Background: an optimization exercise with open tools, aiming at small area and a short achievable clock period. Do not read the settings as production practice. The RTL was checked by simulation tests, not by an equivalence proof against the original design.

Design e_mdu, start of the top module:
module e_mdu #(
  parameter int MULT_CYCLES = 5,
  parameter int DIV_CYCLES  = 10
) (
  input  logic        clk,
  input  logic        reset,
  input  logic [3:0]  E_MDUOp,
  input  logic        E_Start,
  input  logic [31:0] E_A,
  input  logic [31:0] E_B,
  input  logic        E_Req,
  output logic        E_Busy,
  output logic [31:0] E_RDHI,
  output logic [31:0] E_RDLO
);
  logic        r_busy, r_busy_o, r_last;
  logic        r_div;             
  logic        r_sgn, r_sa;
  logic [3:0]  r_cnt;
  logic [31:0] r_hi, r_lo;
  logic [31:0] r_ma;     
  logic [34:0] r_mb;     
  logic [34:0] r_acc;    
  logic w_mul, w_div, w_sgn, w_start, w_ext;
  assign w_mul   = (E_MDUOp == 4'd1) | (E_MDUOp == 4'd2);
  assign w_div   = (E_MDUOp == 4'd3) | (E_MDUOp == 4'd4);
  assign w_sgn   = (E_MDUOp == 4'd1) | (E_MDUOp == 4'd3);
  assign w_start = ~r_busy & E_Start & (w_mul | w_div) & ~E_Req;
  assign w_ext   = (E_MDUOp == 4'd3) & E_A[31];
  logic [34:0] w_mext;
  logic        w_dsign;
  assign w_dsign = r_sgn & r_ma[31];
  assign w_mext  = {{3{w_dsign}}, r_ma};
  logic [34:0] w_x [4];
  logic [34:0] w_y [4];
  logic [34:0] w_s [4];
  logic [3:0]  w_one, w_two, w_neg;
  logic [3:0]  w_abit;
  assign w_abit = {r_mb[32], r_mb[33], r_mb[34], 1'b0};
  function automatic logic [2:0] booth(input logic b2, input logic b1, input logic b0);
    booth = {b1 ^ b0, (b2 & ~b1 & ~b0) | (~b2 & b1 & b0), b2};
  endfunction
  genvar r;
  generate
    for (r = 0; r < 4; r++) begin : g_row
      if (r == 0) begin : g_r0
        logic [2:0] d;
        assign d = booth(r_mb[1], r_mb[0], r_mb[32]);
        assign w_x[r]   = r_acc;
        assign w_one[r] = r_div ? ~r_last : (r_last ? (~r_sgn & r_mb[32]) : d[2]);
        assign w_two[r] = r_div ? r_last : (~r_last & d[1]);
        assign w_neg[r] = r_div ? ~(r_acc[34] ^ w_dsign) : (~r_last & d[0]);
      end else begin : g_rn
        logic [2:0] d;
        assign d = booth(r_mb[2*r+1], r_mb[2*r], r_mb[2*r-1]);
        assign w_x[r]   = r_div ? {w_s[r-1][33:0], w_abit[r]}
                                : {{2{w_s[r-1][34]}}, w_s[r-1][34:2]};
        assign w_one[r] = r_div | (~r_last & d[2]);
        assign w_two[r] = ~r_div & ~r_last & d[1];
  ...
For scale: ~16,000 µm² of cells after synthesis.
Settings: LEC_CHECK=0, ABC_AREA=1, CAP_MARGIN=20, CORE_MARGIN=2, CORE_UTILIZATION=50, CTS_BUF_LIST=sky130_fd_sc_hd__clkbuf_8, CTS_CLUSTER_DIAMETER=40, SLEW_MARGIN=20, BUFFER_PORTS_ARGS=-buffer_cell sky130_fd_sc_hd__buf_1, SETUP_SLACK_MARGIN=94.75, CTS_ARGS=-sink_clustering_enable -repair_clock_nets -sink_clustering_max_diameter 40 -buf_list sky130_fd_sc_hd__clkbuf_8 -dont_use_dummy_load; clock period 120.0 ns.
standard.sh (not shown) runs the stock make flow with config.mk's settings and CLKGATE_MAP_FILE= SYNTH_SCRIPT=/design/flow/synth_recipe.tcl, a recipe that flattens the netlist after the stock synthesis.
==> flow/flow/run.sh <==
#!/bin/bash
set -euo pipefail
cat >> config.mk <<'EOC'
export BUFFER_PORTS_ARGS = -buffer_cell sky130_fd_sc_hd__buf_1
export SETUP_SLACK_MARGIN = 94.75
export CTS_ARGS = -sink_clustering_enable -repair_clock_nets -sink_clustering_max_diameter 40 -buf_list sky130_fd_sc_hd__clkbuf_8 -dont_use_dummy_load
EOC
bash standard.sh > standard.log 2>&1
==> next run, changes <==
--- a/flow/config.mk
+++ b/flow/config.mk
@@ -11 +11 @@
-export CORE_UTILIZATION = 50
+export CORE_UTILIZATION = 40
Outcome: The new run finished clean; via count came out higher by 0.63%; final cell count came out higher by 4.8%; maximum frequency barely changes; worst setup slack gets better by 0.014 ns; worst hold slack gets worse by 0.0091 ns; non-clock buffer count came out lower by 1.
==> next run, changes <==
--- a/flow/config.mk
+++ b/flow/config.mk
@@ -13,0 +14,2 @@
+export GPL_ROUTABILITY_DRIVEN = 0
+export GPL_TIMING_DRIVEN = 0
After rerunning: The new run completed without violations. Wire length rises by about a fifth. Clock skew is about the same. Register-to-register slack is better by 0.29 ns. Final cell count came out higher by a few percent. Via count rose by a few percent. Cell area climbs slightly.

## old
Another version of the RTL of e_mdu (not shown whole).
For scale: roughly 2200 cells after synthesis, roughly 17000 um^2 of cells after synthesis.
make LEC_CHECK=0 ABC_AREA=1 CAP_MARGIN=20 CORE_MARGIN=2 CORE_UTILIZATION=65 PLACE_DENSITY=0.75 SLEW_MARGIN=20 finish   # period 120.0 ns
run.sh (not shown) runs the stock make flow with config.mk's settings and CLKGATE_MAP_FILE= SYNTH_SCRIPT=/design/flow/synth_recipe.tcl, a recipe that flattens the netlist after the stock synthesis.
Stock flow here: none of the scripts above is used.
For new, these inputs were changed with respect to old:
# old
export LEC_CHECK = 0
export ABC_AREA = 1
export CAP_MARGIN = 20
export CORE_MARGIN = 2
export CORE_UTILIZATION = 65
export PLACE_DENSITY = 0.75
export SLEW_MARGIN = 20
create_clock -name core_clock -period 120.0 [get_ports {clk}]
# new
export LEC_CHECK = 0
export ABC_AREA = 1
export CAP_MARGIN = 20
export CORE_MARGIN = 2
export CORE_UTILIZATION = 40
export SLEW_MARGIN = 20
create_clock -name core_clock -period 120.0 [get_ports {clk}]
Results
- new went all the way through the flow, and no timing, DRC or antenna check failed.
- Against old, new reports a floorplan die width that is higher.
- Area: new vs old -> new larger
- Compared to old, new reaches a higher achievable clock.
- Compared with old, in new detailed route wirelength on metal3 now sits lower; post-synth net total now sits at about the same level; synthesis-to-layout area growth now sits higher.
- Re initial core utilization: old and new aren't equal, and the higher value belongs to old.
- Of old and new, the run reporting the lower post-route minimum period was new.
- Between old and new, the multi-input combinational gate total figures differ only marginally.
- Looking at final worst setup slack across both flows, new is the stronger of the two, with old trailing.

== v55 ==
Another version of the RTL of e_mdu (not shown whole).
Size: about 0.017 mm2 of cells after synthesis.
clock: 120.0 ns
lec_check: 0
abc_area: 1
cap_margin: 20
core_margin: 2
core_utilization: 40
slew_margin: 20
buffer_ports_args: -buffer_cell sky130_fd_sc_hd__buf_1
standard.sh (not shown) runs the stock make flow with config.mk's settings and CLKGATE_MAP_FILE= SYNTH_SCRIPT=/design/flow/synth_recipe.tcl, a recipe that flattens the netlist after the stock synthesis.
==> flow/flow/run.sh <==
#!/bin/bash
set -euo pipefail
echo 'export BUFFER_PORTS_ARGS = -buffer_cell sky130_fd_sc_hd__buf_1' >> config.mk
bash standard.sh > standard.log 2>&1
v55: flow completed, timing, DRC and antenna clean
#### Input delta (v53 over v55)
- BUFFER_PORTS_ARGS no longer set, was -buffer_cell sky130_fd_sc_hd__buf_1
==> flow/run.sh (new file) <==
#!/bin/bash
# synth_recipe.tcl (not shown) runs the flow's synth.tcl, then flattens the netlist and writes it again
# the make line also repeats each setting of config.mk as NAME=value (left out here)
make -C /OpenROAD-flow-scripts/flow DESIGN_CONFIG=/design/flow/config.mk WORK_HOME=/design/flow/orfs CLKGATE_MAP_FILE= SYNTH_SCRIPT=/design/flow/synth_recipe.tcl finish
removed: flow/flow/run.sh
removed: flow/standard.sh
--- outcome ---
The critical path data required time on v55 is in line with that on v53. v55 → v53: post-layout minimum cycle time climbed 0.39 ns. v53 vs v55 on data arrival at the endpoint of the critical path: v53 is the higher one.
For v7, these inputs were changed with respect to v53:
- an added BUFFER_PORTS_ARGS of -buffer_cell sky130_fd_sc_hd__buf_1
- an added CTS_BUF_LIST of sky130_fd_sc_hd__clkbuf_8
- an added CTS_CLUSTER_DIAMETER of 40
==> flow/flow/run.sh (new file) <==
#!/bin/bash
set -euo pipefail
echo 'export BUFFER_PORTS_ARGS = -buffer_cell sky130_fd_sc_hd__buf_1' >> config.mk
bash standard.sh > standard.log 2>&1
==> flow/standard.sh (new file) <==
#!/bin/bash
# synth_recipe.tcl (not shown) runs the flow's synth.tcl, then flattens the netlist and writes it again
# the make line also repeats each setting of config.mk as NAME=value (left out here)
make -C /OpenROAD-flow-scripts/flow DESIGN_CONFIG=/design/flow/config.mk WORK_HOME=/design/flow/orfs CLKGATE_MAP_FILE= SYNTH_SCRIPT=/design/flow/synth_recipe.tcl "${@:-finish}"
removed: flow/run.sh
==> summary.txt <==
v7 ran to completion and came out clean on the timing, design-rule and antenna checks.
v53 has higher part of the cycle the worst path needs than v7.
In v7, the arrival time of the worst setup path came out 0.40 ns below the value in v53.
The run showing the greater layout overhead on the synthesized area is v53.
Hold slack on v7 is down relative to v53.
Side by side, shortest clock period the worst path allows after layout turned out lower in v7 than in v53.

e_mdu again, from the RTL that the note above started with.
==> flow/design.v (excerpt) <==
module e_mdu #(
  parameter int MULT_CYCLES = 5,
  parameter int DIV_CYCLES  = 10
) (
  input  logic        clk,
  input  logic        reset,
  input  logic [3:0]  E_MDUOp,
  input  logic        E_Start,
  input  logic [31:0] E_A,
  input  logic [31:0] E_B,
  input  logic        E_Req,
  output logic        E_Busy,
  output logic [31:0] E_RDHI,
  output logic [31:0] E_RDLO
);
export LEC_CHECK = 0
export ABC_AREA = 1
export CAP_MARGIN = 20
export CORE_MARGIN = 2
export CORE_UTILIZATION = 40
export SLEW_MARGIN = 20
export BUFFER_PORTS_ARGS = -buffer_cell sky130_fd_sc_hd__buf_2
export SETUP_SLACK_MARGIN = 95.2
create_clock -name core_clock -period 120.0 [get_ports {clk}]
==> flow/flow/run.sh <==
#!/bin/bash
set -euo pipefail
cat >> config.mk <<'EOC'
export BUFFER_PORTS_ARGS = -buffer_cell sky130_fd_sc_hd__buf_2
export SETUP_SLACK_MARGIN = 95.2
EOC
bash standard.sh > standard.log 2>&1
Next try:
==> flow/flow/run.sh (replaced) <==
#!/bin/bash
set -euo pipefail
cat >> config.mk <<'EOC'
export BUFFER_PORTS_ARGS = -buffer_cell sky130_fd_sc_hd__buf_1
export SETUP_SLACK_MARGIN = 94.75
EOC
bash standard.sh > standard.log 2>&1
--- a/flow/config.mk
+++ b/flow/config.mk
@@ -10,5 +10,7 @@
 export CORE_MARGIN = 2
 export CORE_UTILIZATION = 40
+export CTS_BUF_LIST = sky130_fd_sc_hd__clkbuf_8
+export CTS_CLUSTER_DIAMETER = 40
 export SLEW_MARGIN = 20
-export BUFFER_PORTS_ARGS = -buffer_cell sky130_fd_sc_hd__buf_2
-export SETUP_SLACK_MARGIN = 95.2
+export BUFFER_PORTS_ARGS = -buffer_cell sky130_fd_sc_hd__buf_1
+export SETUP_SLACK_MARGIN = 94.75
=> Worst setup slack degrades by 0.16 ns. Core utilization shrinks by 3.2 points. Cell count shrinks by 1.4%.
Next try:
==> flow/flow/run.sh (replaced) <==
#!/bin/bash
set -euo pipefail
echo 'export BUFFER_PORTS_ARGS = -buffer_cell sky130_fd_sc_hd__buf_2' >> config.mk
bash standard.sh > standard.log 2>&1
--- a/flow/config.mk
+++ b/flow/config.mk
@@ -10,7 +10,4 @@
 export CORE_MARGIN = 2
 export CORE_UTILIZATION = 40
-export CTS_BUF_LIST = sky130_fd_sc_hd__clkbuf_8
-export CTS_CLUSTER_DIAMETER = 40
 export SLEW_MARGIN = 20
-export BUFFER_PORTS_ARGS = -buffer_cell sky130_fd_sc_hd__buf_1
-export SETUP_SLACK_MARGIN = 94.75
+export BUFFER_PORTS_ARGS = -buffer_cell sky130_fd_sc_hd__buf_2
The new run went through all stages and came out clean.
Cell area climbs by 2.1%.
Non-clock buffer count drops by 1.
Fmax drops by 0.76%.
Count of clock-buffer cells in the layout stays the same.
Sequential share of layout area drops by 0.47 points.
Wire length climbs by 0.82%.
Worst hold slack loses 0.0046 ns.
Setup slack loses 0.19 ns.
Global-route usage climbs by 0.55 points.
Next try:
==> flow/flow/run.sh (replaced) <==
#!/bin/bash
set -euo pipefail
cat >> config.mk <<'EOC'
export BUFFER_PORTS_ARGS = -buffer_cell sky130_fd_sc_hd__buf_1
export SETUP_SLACK_MARGIN = 95.0
EOC
bash standard.sh > standard.log 2>&1
--- a/flow/config.mk
+++ b/flow/config.mk
@@ -10,4 +10,7 @@
 export CORE_MARGIN = 2
 export CORE_UTILIZATION = 40
+export CTS_BUF_LIST = sky130_fd_sc_hd__clkbuf_8
+export CTS_CLUSTER_DIAMETER = 40
 export SLEW_MARGIN = 20
-export BUFFER_PORTS_ARGS = -buffer_cell sky130_fd_sc_hd__buf_2
+export BUFFER_PORTS_ARGS = -buffer_cell sky130_fd_sc_hd__buf_1
+export SETUP_SLACK_MARGIN = 95.0
Outcome: The new run completed with no timing, DRC or antenna violations; routed wire length decreases by 0.68%; cell count is higher by 0.33%; setup slack improved by 0.28 ns; via count drops by 0.86%; fmax increases by 1.1%.

-- afterwards: timing with drivers on the ports --
How much do the figures lean on ideal ports? The routed layouts below were timed once more, with nothing changed but the port constraints.
Step 1: set_driving_cell puts a clkbuf_16 on clk and a buf_2 on each other input, an assumption about the parent block.
Step 2 times the ports against the registers' clock, not the clock port: input delays grow and output delays shrink by t, the midpoint of the rising clock arrivals with the driver on.
Three values: no drivers, after step 1, after step 2; two values: the first two.
run | t (ns) | setup slack, ns | clock arrival spread, ns | pins driven straight from the clock port
the first run of note 1 | 0.536 | 94.882 / 94.832 / 94.486 | 0.038 / 0.039 | 1
the second run of note 1 | 0.558 | 94.896 / 94.842 / 94.413 | 0.045 / 0.045 | 1
the third run of note 1 | 0.585 | 94.894 / 94.838 / 94.382 | 0.046 / 0.046 | 1
old | 0.500 | 92.413 / 92.413 / 92.413 | 0.024 / 0.024 | 1
new | 0.554 | 92.818 / 92.818 / 92.818 | 0.020 / 0.020 | 1
v55 | 0.520 | 94.701 / 94.729 / 94.209 | 0.018 / 0.018 | 1
v53 | 0.519 | 94.312 / 94.335 / 93.816 | 0.024 / 0.024 | 1
v7 | 0.577 | 94.767 / 94.792 / 94.215 | 0.026 / 0.025 | 1
the first run of note 4 | 0.526 | 95.035 / 94.980 / 94.762 | 0.018 / 0.018 | 1
the second run of note 4 | 0.577 | 94.875 / 94.825 / 94.521 | 0.026 / 0.026 | 1
the third run of note 4 | 0.522 | 94.682 / 94.714 / 94.192 | 0.019 / 0.018 | 1
the fourth run of note 4 | 0.581 | 94.957 / 94.907 / 94.569 | 0.025 / 0.026 | 1
After both steps every run listed still meets setup and hold. The setup slack of v7, which loses most, moves by +0.025 ns with the drivers and by -0.552 ns with both steps.
